This is an optimization exercise on Yosys and OpenROAD, whose aim is small area, a short achievable clock period and few clock cycles per item, not a production implementation. Function was checked by simulation only, so behaviour that the tests miss may differ from the original. The clock port is modelled as an ideal driver; clocking choices that lean on that would not hold on a real chip.

==> xenon <==
==> flow/design.v <==
`timescale 1ns/1ps
`default_nettype none
package idct_pkg;
	typedef logic [17:0] sram_addr_t;
	typedef logic signed [15:0] coef_t;
	typedef logic signed [31:0] acc_t;
	typedef logic [7:0] pixel_t;
	typedef logic [4:0] buf_addr_t;
	typedef logic signed [11:0] cos_t;
	typedef struct packed {
		pixel_t even;
		pixel_t odd;
	} pixel_pair_t;
	typedef struct packed {
		coef_t even;
		coef_t odd;
	} coef_pair_t;
	typedef struct packed {
		buf_addr_t addr;
		coef_pair_t data;
		logic we;
	} ram_port_t;
	typedef enum logic [2:0] {idle, fetch, pass_t, pass_s, write, done} phase_t;
	function automatic cos_t idct_coeff(input logic [2:0] k, input logic [2:0] n);
		case ({k, n})
			6'd0: idct_coeff = 12'sd1448;
			6'd1: idct_coeff = 12'sd1448;
			6'd2: idct_coeff = 12'sd1448;
			6'd3: idct_coeff = 12'sd1448;
			6'd4: idct_coeff = 12'sd1448;
			6'd5: idct_coeff = 12'sd1448;
			6'd6: idct_coeff = 12'sd1448;
			6'd7: idct_coeff = 12'sd1448;
			6'd8: idct_coeff = 12'sd2009;
			6'd9: idct_coeff = 12'sd1703;
			6'd10: idct_coeff = 12'sd1138;
			6'd11: idct_coeff = 12'sd400;
			6'd12: idct_coeff = -12'sd400;
			6'd13: idct_coeff = -12'sd1138;
			6'd14: idct_coeff = -12'sd1703;
			6'd15: idct_coeff = -12'sd2009;
			6'd16: idct_coeff = 12'sd1892;
			6'd17: idct_coeff = 12'sd784;
			6'd18: idct_coeff = -12'sd784;
			6'd19: idct_coeff = -12'sd1892;
			6'd20: idct_coeff = -12'sd1892;
			6'd21: idct_coeff = -12'sd784;
			6'd22: idct_coeff = 12'sd784;
			6'd23: idct_coeff = 12'sd1892;
			6'd24: idct_coeff = 12'sd1703;
			6'd25: idct_coeff = -12'sd400;
			6'd26: idct_coeff = -12'sd2009;
			6'd27: idct_coeff = -12'sd1138;
			6'd28: idct_coeff = 12'sd1138;
			6'd29: idct_coeff = 12'sd2009;
			6'd30: idct_coeff = 12'sd400;
			6'd31: idct_coeff = -12'sd1703;
			6'd32: idct_coeff = 12'sd1448;
			6'd33: idct_coeff = -12'sd1448;
			6'd34: idct_coeff = -12'sd1448;
			6'd35: idct_coeff = 12'sd1448;
			6'd36: idct_coeff = 12'sd1448;
			6'd37: idct_coeff = -12'sd1448;
			6'd38: idct_coeff = -12'sd1448;
			6'd39: idct_coeff = 12'sd1448;
			6'd40: idct_coeff = 12'sd1138;
			6'd41: idct_coeff = -12'sd2009;
			6'd42: idct_coeff = 12'sd400;
			6'd43: idct_coeff = 12'sd1703;
			6'd44: idct_coeff = -12'sd1703;
			6'd45: idct_coeff = -12'sd400;
			6'd46: idct_coeff = 12'sd2009;
			6'd47: idct_coeff = -12'sd1138;
			6'd48: idct_coeff = 12'sd784;
			6'd49: idct_coeff = -12'sd1892;
			6'd50: idct_coeff = 12'sd1892;
			6'd51: idct_coeff = -12'sd784;
			6'd52: idct_coeff = -12'sd784;
			6'd53: idct_coeff = 12'sd1892;
			6'd54: idct_coeff = -12'sd1892;
			6'd55: idct_coeff = 12'sd784;
			6'd56: idct_coeff = 12'sd400;
			6'd57: idct_coeff = -12'sd1138;
			6'd58: idct_coeff = 12'sd1703;
			6'd59: idct_coeff = -12'sd2009;
			6'd60: idct_coeff = 12'sd2009;
			6'd61: idct_coeff = -12'sd1703;
			6'd62: idct_coeff = 12'sd1138;
			6'd63: idct_coeff = -12'sd400;
			default: idct_coeff = 12'sd0;
		endcase
	endfunction
endpackage
`default_nettype wire
`timescale 1ns/1ps
`default_nettype none
module idct_top (
	input logic CLOCK_50_I,
	input logic Resetn,
	input logic start,
	input logic [15:0] sram_read_data,
	output logic [15:0] sram_write_data,
	output idct_pkg::sram_addr_t sram_address,
	output logic write_en_n,
	output logic finish
);
	logic run;
	logic [2:0] blk;
	logic [1:0] ph;
	logic [2:0] rr;
	logic [3:0] kk;
	logic [5:0] cc;
	localparam logic [1:0] PH_R = 2'd0, PH_G = 2'd1, PH_C = 2'd2, PH_T = 2'd3;
	logic f0_v, f0_col;
	logic [2:0] f0_r, f0_k;
	logic port_free;
	always_comb begin
		f0_v = 1'b0;
		f0_col = 1'b0;
		f0_r = rr;
		f0_k = kk[2:0];
		if (run) begin
			if (ph == PH_R) begin
				f0_v = !kk[3];
			end else if (ph == PH_C) begin
				f0_v = 1'b1;
				f0_col = 1'b1;
				f0_r = cc[5:3];
				f0_k = cc[2:0];
			end
		end
	end
	assign port_free = (ph != PH_R) || kk[3];
	logic fv [1:8];
	logic fcol [1:8];
	logic [2:0] fr [1:8];
	logic [2:0] fk [1:8];
	logic [2:0] fb [1:8];
	always_ff @(posedge CLOCK_50_I or negedge Resetn) begin
		if (!Resetn) begin
			for (int i = 1; i <= 8; i++) fv[i] <= 1'b0;
		end else begin
			fv[1] <= f0_v;
			for (int i = 2; i <= 8; i++) fv[i] <= fv[i-1];
		end
	end
	always_ff @(posedge CLOCK_50_I) begin
		{fcol[1], fr[1], fk[1], fb[1]} <= {f0_col, f0_r, f0_k, blk};
		for (int i = 2; i <= 8; i++) begin
			{fcol[i], fr[i], fk[i], fb[i]} <= {fcol[i-1], fr[i-1], fk[i-1], fb[i-1]};
		end
	end
	logic [7:0][127:0] tarr;
	logic signed [15:0] v;
	logic [127:0] t_new;
	logic t_wr;
	always_ff @(posedge CLOCK_50_I) begin
		if (fcol[3]) begin
			v <= tarr[7][fr[3]*16 +: 16];
		end else begin
			v <= sram_read_data;
		end
		tarr <= {tarr[6:0], (t_wr ? t_new : tarr[7])};
	end
	logic signed [27:0] x1, x3, x5, x7;
	logic signed [27:0] m [0:6];
	always_ff @(posedge CLOCK_50_I) begin
		x1 <= 28'(v);
		x3 <= (28'(v) <<< 1) + 28'(v);
		x5 <= (28'(v) <<< 2) + 28'(v);
		x7 <= (28'(v) <<< 3) - 28'(v);
		m[0] <= (x1 <<< 10) + (x3 <<< 7) + (x5 <<< 3);
		m[1] <= (x1 <<< 11) - (x5 <<< 3) + x1;
		m[2] <= (x1 <<< 11) - (x1 <<< 7) - (x7 <<< 2);
		m[3] <= (x3 <<< 9) + (x5 <<< 5) + x7;
		m[4] <= (x1 <<< 10) + (x1 <<< 7) - (x7 <<< 1);
		m[5] <= (x3 <<< 8) + (x1 <<< 4);
		m[6] <= (x3 <<< 7) + (x1 <<< 4);
	end
	logic [6:0] qs [0:3];
	logic [3:0] qa;
	logic [6:0] sel [0:3];
	logic [3:0] sa, sb, sa6, sb6;
	logic first, first6;
	always_comb begin
		case (fk[5])
			3'd0: begin qs[0] = 7'd1;  qs[1] = 7'd1;  qs[2] = 7'd1;  qs[3] = 7'd1;  qa = 4'b0000; end
			3'd1: begin qs[0] = 7'd2;  qs[1] = 7'd8;  qs[2] = 7'd16; qs[3] = 7'd64; qa = 4'b0000; end
			3'd2: begin qs[0] = 7'd4;  qs[1] = 7'd32; qs[2] = 7'd32; qs[3] = 7'd4;  qa = 4'b1100; end
			3'd3: begin qs[0] = 7'd8;  qs[1] = 7'd64; qs[2] = 7'd2;  qs[3] = 7'd16; qa = 4'b1110; end
			3'd4: begin qs[0] = 7'd1;  qs[1] = 7'd1;  qs[2] = 7'd1;  qs[3] = 7'd1;  qa = 4'b0110; end
			3'd5: begin qs[0] = 7'd16; qs[1] = 7'd2;  qs[2] = 7'd64; qs[3] = 7'd8;  qa = 4'b0010; end
			3'd6: begin qs[0] = 7'd32; qs[1] = 7'd4;  qs[2] = 7'd4;  qs[3] = 7'd32; qa = 4'b1010; end
			default: begin qs[0] = 7'd64; qs[1] = 7'd16; qs[2] = 7'd8; qs[3] = 7'd2; qa = 4'b1010; end
		endcase
	end
	always_ff @(posedge CLOCK_50_I) begin
		for (int n = 0; n < 4; n++) sel[n] <= qs[n];
		sa6 <= qa;
		sb6 <= qa ^ {4{fk[5][0]}};
		first6 <= (fk[5] == 3'd0);
		sa <= sa6;
		sb <= sb6;
		first <= first6;
	end
	logic signed [29:0] acc_a [0:3];
	logic signed [29:0] acc_b [0:3];
	logic signed [29:0] nxt_a [0:3];
	logic signed [29:0] nxt_b [0:3];
	logic signed [27:0] p [0:3];
	logic [29:0] pa [0:3];
	logic [29:0] pb [0:3];
	logic [30:0] sum_a [0:3];
	logic [30:0] sum_b [0:3];
	always_comb begin
		for (int n = 0; n < 4; n++) begin
			pa[n] = 30'(p[n]) ^ {30{sa[n]}};
			pb[n] = 30'(p[n]) ^ {30{sb[n]}};
			sum_a[n] = {first ? 30'd0 : acc_a[n], 1'b1} + {pa[n], sa[n]};
			sum_b[n] = {first ? 30'd0 : acc_b[n], 1'b1} + {pb[n], sb[n]};
			nxt_a[n] = sum_a[n][30:1];
			nxt_b[n] = sum_b[n][30:1];
		end
	end
	function automatic logic [27:0] pick(input logic [6:0] oh, input logic [6:0][27:0] mm);
		pick = '0;
		for (int i = 0; i < 7; i++) pick = pick | (mm[i] & {28{oh[i]}});
	endfunction
	logic [6:0][27:0] m_all;
	always_comb for (int i = 0; i < 7; i++) m_all[i] = m[i];
	always_ff @(posedge CLOCK_50_I) begin
		for (int n = 0; n < 4; n++) p[n] <= pick(sel[n], m_all);
	end
	always_ff @(posedge CLOCK_50_I) begin
		for (int n = 0; n < 4; n++) begin
			acc_a[n] <= nxt_a[n];
			acc_b[n] <= nxt_b[n];
		end
	end
	assign t_wr = fv[7] && !fcol[7] && (fk[7] == 3'd7);
	assign t_new = {nxt_b[0][23:8], nxt_b[1][23:8], nxt_b[2][23:8], nxt_b[3][23:8],
		nxt_a[3][23:8], nxt_a[2][23:8], nxt_a[1][23:8], nxt_a[0][23:8]};
	function automatic logic [7:0] clip(input logic signed [29:0] s);
		if (s[29]) clip = 8'd0;
		else if (|s[28:24]) clip = 8'd255;
		else clip = s[23:16];
	endfunction
	logic [7:0][7:0] pb_hi, pb_lo;
	logic [7:0][7:0] pix;
	logic pix_ld;
	always_comb begin
		for (int n = 0; n < 4; n++) begin
			pix[n] = clip(acc_a[n]);
			pix[7 - n] = clip(acc_b[n]);
		end
	end
	assign pix_ld = fv[8] && fcol[8] && (fk[8] == 3'd7);
	always_ff @(posedge CLOCK_50_I) begin
		if (pix_ld) begin
			if (!fr[8][0]) pb_hi <= pix;
			else pb_lo <= pix;
		end
	end
	logic wpend;
	logic [2:0] widx;
	logic [2:0] wblk;
	logic [1:0] wpair;
	logic wr_go;
	logic last_wr;
	assign wr_go = run && wpend && port_free;
	assign last_wr = (wblk == 3'd7) && (wpair == 2'd3) && (widx == 3'd7);
	always_ff @(posedge CLOCK_50_I or negedge Resetn) begin
		if (!Resetn) begin
			run <= 1'b0;
			blk <= '0;
			ph <= PH_R;
			rr <= '0;
			kk <= '0;
			cc <= '0;
			wpend <= 1'b0;
			widx <= '0;
			write_en_n <= 1'b1;
			finish <= 1'b0;
		end else begin
			finish <= 1'b0;
			write_en_n <= 1'b1;
			if (!run) begin
				if (start) begin
					run <= 1'b1;
					blk <= '0;
					ph <= PH_R;
					rr <= '0;
					kk <= '0;
					cc <= '0;
					wpend <= 1'b0;
				end
			end else begin
				case (ph)
					PH_R: begin
						kk <= kk[3] ? 4'd0 : kk + 4'd1;
						if (kk[3]) begin
							rr <= rr + 3'd1;
							if (rr == 3'd7) ph <= PH_G;
						end
					end
					PH_G: begin
						kk <= (kk == 4'd2) ? 4'd0 : kk + 4'd1;
						if (kk == 4'd2) ph <= PH_C;
					end
					PH_C: begin
						cc <= cc + 6'd1;
						if (cc == 6'd63) begin
							if (blk == 3'd7) begin
								ph <= PH_T;
							end else begin
								ph <= PH_R;
								blk <= blk + 3'd1;
							end
						end
					end
					default: ;
				endcase
				if (wr_go) begin
					write_en_n <= 1'b0;
					widx <= widx + 3'd1;
					if (widx == 3'd7) wpend <= 1'b0;
					if (last_wr) begin
						finish <= 1'b1;
						run <= 1'b0;
					end
				end
				if (pix_ld && fr[8][0]) begin
					wpend <= 1'b1;
					widx <= '0;
				end
			end
		end
	end
	always_ff @(posedge CLOCK_50_I) begin
		if (pix_ld && fr[8][0]) begin
			wblk <= fb[8];
			wpair <= fr[8][2:1];
		end
		if (wr_go) begin
			sram_address <= 18'(1024) + 18'({wblk[2], widx, wblk[1:0], wpair});
			sram_write_data <= {pb_hi[widx], pb_lo[widx]};
		end else begin
			sram_address <= 18'({blk[2], rr, blk[1:0], kk[2:0]});
		end
	end
endmodule
`default_nettype wire
==> flow/flow/run.sh <==
#!/bin/bash
# Standard ORFS layout, plus extra setup repair right after CTS (post_cts.tcl)
# and after global routing (post_grt.tcl), both working toward a shorter
# period than the 12 ns constraint, which the standard repair never does
# since every path already meets 12 ns. The SDC, the clock period and every
# other step are the standard flow's own.
set -euo pipefail
export POST_CTS_TCL="$PWD/flow/post_cts.tcl"
export POST_GLOBAL_ROUTE_TCL="$PWD/flow/post_grt.tcl"
bash standard.sh > standard_flow.log 2>&1
==> flow/flow/post_cts.tcl <==
# Extra setup repair after CTS: aim for 7.8 ns of slack at the 12 ns
# constraint, i.e. a 4.2 ns period, by resizing and buffering.
puts "post_cts: extra repair_timing, setup margin 7.8 ns"
estimate_parasitics -placement
report_worst_slack
repair_timing -setup -setup_margin 7.8 -verbose
detailed_placement
check_placement -verbose
estimate_parasitics -placement
report_worst_slack
report_design_area
==> flow/flow/post_grt.tcl <==
# Extra setup repair after global routing, with global-route parasitics,
# toward the same short period as post_cts.tcl; hold is repaired too.
puts "post_grt: extra repair_timing"
estimate_parasitics -global_routing
report_worst_slack
global_route -start_incremental
repair_timing -setup_margin 7.8 -verbose
detailed_placement
global_route -end_incremental
estimate_parasitics -global_routing
report_worst_slack
report_worst_slack -min
report_design_area
==> flow/standard.sh <==
#!/bin/bash
# synth_recipe.tcl (not shown) runs the flow's synth.tcl, then flattens the netlist and writes it again
# the make line also repeats each setting of config.mk as NAME=value (left out here)
make -C /OpenROAD-flow-scripts/flow DESIGN_CONFIG=/design/flow/config.mk WORK_HOME=/design/flow/orfs CLKGATE_MAP_FILE= SYNTH_SCRIPT=/design/flow/synth_recipe.tcl "${@:-finish}"
==> flow/config.mk <==
export PLATFORM = sky130hd
export DESIGN_NAME = idct_top
export DESIGN_NICKNAME = idct_top
export VERILOG_FILES = /design/flow/design.v
export SDC_FILE = /design/flow/constraint.sdc
export NUM_CORES = 4
export LEC_CHECK = 0
export CAP_MARGIN = 20
export CORE_MARGIN = 2
export CORE_UTILIZATION = 55
export CTS_CLUSTER_DIAMETER = 100
export CTS_CLUSTER_SIZE = 20
export PLACE_DENSITY = 0.65
export SLEW_MARGIN = 20
==> flow/constraint.sdc <==
create_clock -name core_clock -period 12.0 [get_ports {CLOCK_50_I}]
set_input_delay 2.4000 -clock core_clock [delete_from_list [all_inputs] [get_ports {CLOCK_50_I}]]
set_output_delay 2.4000 -clock core_clock [all_outputs]
set_load 0.01 [all_outputs]
==> yarrow (differences from xenon) <==
--- a/flow/design.v
+++ b/flow/design.v
@@ -133,13 +133,13 @@
 	assign port_free = (ph != PH_R) || kk[3];
-	logic fv [1:8];
-	logic fcol [1:8];
-	logic [2:0] fr [1:8];
-	logic [2:0] fk [1:8];
-	logic [2:0] fb [1:8];
+	logic fv [1:7];
+	logic fcol [1:7];
+	logic [2:0] fr [1:7];
+	logic [2:0] fk [1:7];
+	logic [2:0] fb [1:7];
 	always_ff @(posedge CLOCK_50_I or negedge Resetn) begin
 		if (!Resetn) begin
-			for (int i = 1; i <= 8; i++) fv[i] <= 1'b0;
+			for (int i = 1; i <= 7; i++) fv[i] <= 1'b0;
 		end else begin
 			fv[1] <= f0_v;
-			for (int i = 2; i <= 8; i++) fv[i] <= fv[i-1];
+			for (int i = 2; i <= 7; i++) fv[i] <= fv[i-1];
 		end
@@ -148,3 +148,3 @@
 		{fcol[1], fr[1], fk[1], fb[1]} <= {f0_col, f0_r, f0_k, blk};
-		for (int i = 2; i <= 8; i++) begin
+		for (int i = 2; i <= 7; i++) begin
 			{fcol[i], fr[i], fk[i], fb[i]} <= {fcol[i-1], fr[i-1], fk[i-1], fb[i-1]};
@@ -179,17 +179,17 @@
 	end
-	logic [6:0] qs [0:3];
+	logic [2:0] qs [0:3];
 	logic [3:0] qa;
-	logic [6:0] sel [0:3];
-	logic [3:0] sa, sb, sa6, sb6;
-	logic first, first6;
+	logic [2:0] sel [0:3];
+	logic [3:0] sa, sb;
+	logic first;
 	always_comb begin
 		case (fk[5])
-			3'd0: begin qs[0] = 7'd1;  qs[1] = 7'd1;  qs[2] = 7'd1;  qs[3] = 7'd1;  qa = 4'b0000; end
-			3'd1: begin qs[0] = 7'd2;  qs[1] = 7'd8;  qs[2] = 7'd16; qs[3] = 7'd64; qa = 4'b0000; end
-			3'd2: begin qs[0] = 7'd4;  qs[1] = 7'd32; qs[2] = 7'd32; qs[3] = 7'd4;  qa = 4'b1100; end
-			3'd3: begin qs[0] = 7'd8;  qs[1] = 7'd64; qs[2] = 7'd2;  qs[3] = 7'd16; qa = 4'b1110; end
-			3'd4: begin qs[0] = 7'd1;  qs[1] = 7'd1;  qs[2] = 7'd1;  qs[3] = 7'd1;  qa = 4'b0110; end
-			3'd5: begin qs[0] = 7'd16; qs[1] = 7'd2;  qs[2] = 7'd64; qs[3] = 7'd8;  qa = 4'b0010; end
-			3'd6: begin qs[0] = 7'd32; qs[1] = 7'd4;  qs[2] = 7'd4;  qs[3] = 7'd32; qa = 4'b1010; end
-			default: begin qs[0] = 7'd64; qs[1] = 7'd16; qs[2] = 7'd8; qs[3] = 7'd2; qa = 4'b1010; end
+			3'd0: begin qs[0] = 3'd0; qs[1] = 3'd0; qs[2] = 3'd0; qs[3] = 3'd0; qa = 4'b0000; end
+			3'd1: begin qs[0] = 3'd1; qs[1] = 3'd3; qs[2] = 3'd4; qs[3] = 3'd6; qa = 4'b0000; end
+			3'd2: begin qs[0] = 3'd2; qs[1] = 3'd5; qs[2] = 3'd5; qs[3] = 3'd2; qa = 4'b1100; end
+			3'd3: begin qs[0] = 3'd3; qs[1] = 3'd6; qs[2] = 3'd1; qs[3] = 3'd4; qa = 4'b1110; end
+			3'd4: begin qs[0] = 3'd0; qs[1] = 3'd0; qs[2] = 3'd0; qs[3] = 3'd0; qa = 4'b0110; end
+			3'd5: begin qs[0] = 3'd4; qs[1] = 3'd1; qs[2] = 3'd6; qs[3] = 3'd3; qa = 4'b0010; end
+			3'd6: begin qs[0] = 3'd5; qs[1] = 3'd2; qs[2] = 3'd2; qs[3] = 3'd5; qa = 4'b1010; end
+			default: begin qs[0] = 3'd6; qs[1] = 3'd4; qs[2] = 3'd3; qs[3] = 3'd1; qa = 4'b1010; end
 		endcase
@@ -198,8 +198,5 @@
 		for (int n = 0; n < 4; n++) sel[n] <= qs[n];
-		sa6 <= qa;
-		sb6 <= qa ^ {4{fk[5][0]}};
-		first6 <= (fk[5] == 3'd0);
-		sa <= sa6;
-		sb <= sb6;
-		first <= first6;
+		sa <= qa;
+		sb <= qa ^ {4{fk[5][0]}};
+		first <= (fk[5] == 3'd0);
 	end
@@ -216,2 +213,3 @@
 		for (int n = 0; n < 4; n++) begin
+			p[n] = m[sel[n]];
 			pa[n] = 30'(p[n]) ^ {30{sa[n]}};
@@ -224,11 +222,2 @@
 	end
-	function automatic logic [27:0] pick(input logic [6:0] oh, input logic [6:0][27:0] mm);
-		pick = '0;
-		for (int i = 0; i < 7; i++) pick = pick | (mm[i] & {28{oh[i]}});
-	endfunction
-	logic [6:0][27:0] m_all;
-	always_comb for (int i = 0; i < 7; i++) m_all[i] = m[i];
-	always_ff @(posedge CLOCK_50_I) begin
-		for (int n = 0; n < 4; n++) p[n] <= pick(sel[n], m_all);
-	end
 	always_ff @(posedge CLOCK_50_I) begin
@@ -239,3 +228,3 @@
 	end
-	assign t_wr = fv[7] && !fcol[7] && (fk[7] == 3'd7);
+	assign t_wr = fv[6] && !fcol[6] && (fk[6] == 3'd7);
 	assign t_new = {nxt_b[0][23:8], nxt_b[1][23:8], nxt_b[2][23:8], nxt_b[3][23:8],
@@ -256,6 +245,6 @@
 	end
-	assign pix_ld = fv[8] && fcol[8] && (fk[8] == 3'd7);
+	assign pix_ld = fv[7] && fcol[7] && (fk[7] == 3'd7);
 	always_ff @(posedge CLOCK_50_I) begin
 		if (pix_ld) begin
-			if (!fr[8][0]) pb_hi <= pix;
+			if (!fr[7][0]) pb_hi <= pix;
 			else pb_lo <= pix;
@@ -306,4 +295,4 @@
 					PH_G: begin
-						kk <= (kk == 4'd2) ? 4'd0 : kk + 4'd1;
-						if (kk == 4'd2) ph <= PH_C;
+						kk <= kk[0] ? 4'd0 : kk + 4'd1;
+						if (kk[0]) ph <= PH_C;
 					end
@@ -331,3 +320,3 @@
 				end
-				if (pix_ld && fr[8][0]) begin
+				if (pix_ld && fr[7][0]) begin
 					wpend <= 1'b1;
@@ -339,5 +328,5 @@
 	always_ff @(posedge CLOCK_50_I) begin
-		if (pix_ld && fr[8][0]) begin
-			wblk <= fb[8];
-			wpair <= fr[8][2:1];
+		if (pix_ld && fr[7][0]) begin
+			wblk <= fb[7];
+			wpair <= fr[7][2:1];
 		end
==> flow/run.sh (new file) <==
#!/bin/bash
# synth_recipe.tcl (not shown) runs the flow's synth.tcl, then flattens the netlist and writes it again
# the make line also repeats each setting of config.mk as NAME=value (left out here)
make -C /OpenROAD-flow-scripts/flow DESIGN_CONFIG=/design/flow/config.mk WORK_HOME=/design/flow/orfs CLKGATE_MAP_FILE= SYNTH_SCRIPT=/design/flow/synth_recipe.tcl finish
CORE_UTILIZATION = 40   (was 55)
CTS_CLUSTER_DIAMETER = not set   (was 100)
CTS_CLUSTER_SIZE = not set   (was 20)
PLACE_DENSITY = not set   (was 0.65)
removed: flow/flow/run.sh
removed: flow/flow/post_cts.tcl
removed: flow/flow/post_grt.tcl
removed: flow/standard.sh
==> quartz (differences from xenon) <==
--- a/flow/design.v
+++ b/flow/design.v
@@ -133,13 +133,13 @@
 	assign port_free = (ph != PH_R) || kk[3];
-	logic fv [1:8];
-	logic fcol [1:8];
-	logic [2:0] fr [1:8];
-	logic [2:0] fk [1:8];
-	logic [2:0] fb [1:8];
+	logic fv [1:7];
+	logic fcol [1:7];
+	logic [2:0] fr [1:7];
+	logic [2:0] fk [1:5];
+	logic flast [6:7];
 	always_ff @(posedge CLOCK_50_I or negedge Resetn) begin
 		if (!Resetn) begin
-			for (int i = 1; i <= 8; i++) fv[i] <= 1'b0;
+			for (int i = 1; i <= 7; i++) fv[i] <= 1'b0;
 		end else begin
 			fv[1] <= f0_v;
-			for (int i = 2; i <= 8; i++) fv[i] <= fv[i-1];
+			for (int i = 2; i <= 7; i++) fv[i] <= fv[i-1];
 		end
@@ -147,6 +147,9 @@
 	always_ff @(posedge CLOCK_50_I) begin
-		{fcol[1], fr[1], fk[1], fb[1]} <= {f0_col, f0_r, f0_k, blk};
-		for (int i = 2; i <= 8; i++) begin
-			{fcol[i], fr[i], fk[i], fb[i]} <= {fcol[i-1], fr[i-1], fk[i-1], fb[i-1]};
+		{fcol[1], fr[1], fk[1]} <= {f0_col, f0_r, f0_k};
+		for (int i = 2; i <= 7; i++) begin
+			{fcol[i], fr[i]} <= {fcol[i-1], fr[i-1]};
 		end
+		for (int i = 2; i <= 5; i++) fk[i] <= fk[i-1];
+		flast[6] <= (fk[5] == 3'd7);
+		flast[7] <= flast[6];
 	end
@@ -182,4 +185,4 @@
 	logic [6:0] sel [0:3];
-	logic [3:0] sa, sb, sa6, sb6;
-	logic first, first6;
+	logic [3:0] sa, sb;
+	logic first;
 	always_comb begin
@@ -198,8 +201,5 @@
 		for (int n = 0; n < 4; n++) sel[n] <= qs[n];
-		sa6 <= qa;
-		sb6 <= qa ^ {4{fk[5][0]}};
-		first6 <= (fk[5] == 3'd0);
-		sa <= sa6;
-		sb <= sb6;
-		first <= first6;
+		sa <= qa;
+		sb <= qa ^ {4{fk[5][0]}};
+		first <= (fk[5] == 3'd0);
 	end
@@ -216,2 +216,4 @@
 		for (int n = 0; n < 4; n++) begin
+			p[n] = '0;
+			for (int i = 0; i < 7; i++) p[n] = p[n] | (m[i] & {28{sel[n][i]}});
 			pa[n] = 30'(p[n]) ^ {30{sa[n]}};
@@ -224,11 +226,2 @@
 	end
-	function automatic logic [27:0] pick(input logic [6:0] oh, input logic [6:0][27:0] mm);
-		pick = '0;
-		for (int i = 0; i < 7; i++) pick = pick | (mm[i] & {28{oh[i]}});
-	endfunction
-	logic [6:0][27:0] m_all;
-	always_comb for (int i = 0; i < 7; i++) m_all[i] = m[i];
-	always_ff @(posedge CLOCK_50_I) begin
-		for (int n = 0; n < 4; n++) p[n] <= pick(sel[n], m_all);
-	end
 	always_ff @(posedge CLOCK_50_I) begin
@@ -239,3 +232,3 @@
 	end
-	assign t_wr = fv[7] && !fcol[7] && (fk[7] == 3'd7);
+	assign t_wr = fv[6] && !fcol[6] && flast[6];
 	assign t_new = {nxt_b[0][23:8], nxt_b[1][23:8], nxt_b[2][23:8], nxt_b[3][23:8],
@@ -256,6 +249,6 @@
 	end
-	assign pix_ld = fv[8] && fcol[8] && (fk[8] == 3'd7);
+	assign pix_ld = fv[7] && fcol[7] && flast[7];
 	always_ff @(posedge CLOCK_50_I) begin
 		if (pix_ld) begin
-			if (!fr[8][0]) pb_hi <= pix;
+			if (!fr[7][0]) pb_hi <= pix;
 			else pb_lo <= pix;
@@ -306,4 +299,4 @@
 					PH_G: begin
-						kk <= (kk == 4'd2) ? 4'd0 : kk + 4'd1;
-						if (kk == 4'd2) ph <= PH_C;
+						kk <= kk[0] ? 4'd0 : kk + 4'd1;
+						if (kk[0]) ph <= PH_C;
 					end
@@ -331,3 +324,3 @@
 				end
-				if (pix_ld && fr[8][0]) begin
+				if (pix_ld && fr[7][0]) begin
 					wpend <= 1'b1;
@@ -339,5 +332,5 @@
 	always_ff @(posedge CLOCK_50_I) begin
-		if (pix_ld && fr[8][0]) begin
-			wblk <= fb[8];
-			wpair <= fr[8][2:1];
+		if (pix_ld && fr[7][0]) begin
+			wblk <= (ph == PH_R) ? blk - 3'd1 : blk;
+			wpair <= fr[7][2:1];
 		end
CTS_CLUSTER_SIZE = 24   (was 20)
==> results.txt <==
quantity                                                                       quartz        yarrow         xenon
Result of the run                                    no timing/DRC/antenna violations  no timing/DRC/antenna violations  no timing/DRC/antenna violations
Endpoint of the worst register-to-register path                              tarr[92]  acc_a[1][26]  acc_b[1][29]
Fraction of layout instances using a drive strength above 1                     10.3%         10.5%         5.73%
Fraction of area in registers                                                   48.0%         45.0%         50.3%
Syn Area/Cell                                                              11.2 sq um    11.0 sq um    11.0 sq um
Number of standard-cell rows in the floorplan                                     131           157           135
Wire length on met1                                                          84900 um     101000 um      88900 um
First drt pass iteration count                                                     10             6             9
Final non-clock buffer share                                                    2.28%         1.14%        0.974%
Post-placement worst setup slack                                              6.90 ns       5.57 ns       7.11 ns
Tcrit/Tclk final                                                                36.0%         56.0%         34.3%
Post-route design area                                                    77000 sq um   83100 sq um   79700 sq um
Worst relative slew slack                                                       22.7%         20.7%         25.1%
Placed inst area                                                          72400 sq um   76900 sq um   76600 sq um
Critical Path Start                                                         sel[3][5]     sel[3][1]         sb[1]
Number of violations reported at the end of detailed-routing iteration 0         4534          3998          4102
Testbench counts of xenon, summed over its fixed seeds: cycles 36,160, images 32.
Testbench counts of yarrow, summed over its fixed seeds: cycles 35,872, images 32.
Testbench counts of quartz, summed over its fixed seeds: cycles 35,872, images 32.

==> what the ideal ports hide <==
The results above use ideal ports. As a check the final layouts listed here were re-extracted and re-timed, cells and wires unchanged.
Step 1 (the two cells are an assumption about what drives the block):
set clk [get_ports {CLOCK_50_I}]
set_driving_cell -lib_cell sky130_fd_sc_hd__clkbuf_16 $clk
set_driving_cell -lib_cell sky130_fd_sc_hd__buf_2 [delete_from_list [all_inputs] $clk]
Step 2 adds t to the input delays and takes it off the output delays; t is the mean of the earliest and latest rising clock arrival at the registers after step 1. Input paths then give back, and output paths get back, about the clock's delay inside the block.
Slacks: ideal ports / drivers / drivers and shift; pairs: ideal ports / drivers.
run	t (ns)	setup WS [ns]	worst hold slack (ns)	worst data-port slew with drivers (ns)
xenon	0.808	7.883 / 7.883 / 7.371	0.315 / 0.315 / 0.315	0.07
yarrow	0.912	5.279 / 5.279 / 5.279	0.289 / 0.289 / 0.289	0.06
quartz	0.806	7.683 / 7.683 / 7.683	0.309 / 0.309 / 0.309	0.04
After both steps setup and hold are still met in every run listed. The setup slack of xenon, which loses most, moves by 0.000 ns with the drivers and by -0.512 ns with both steps.
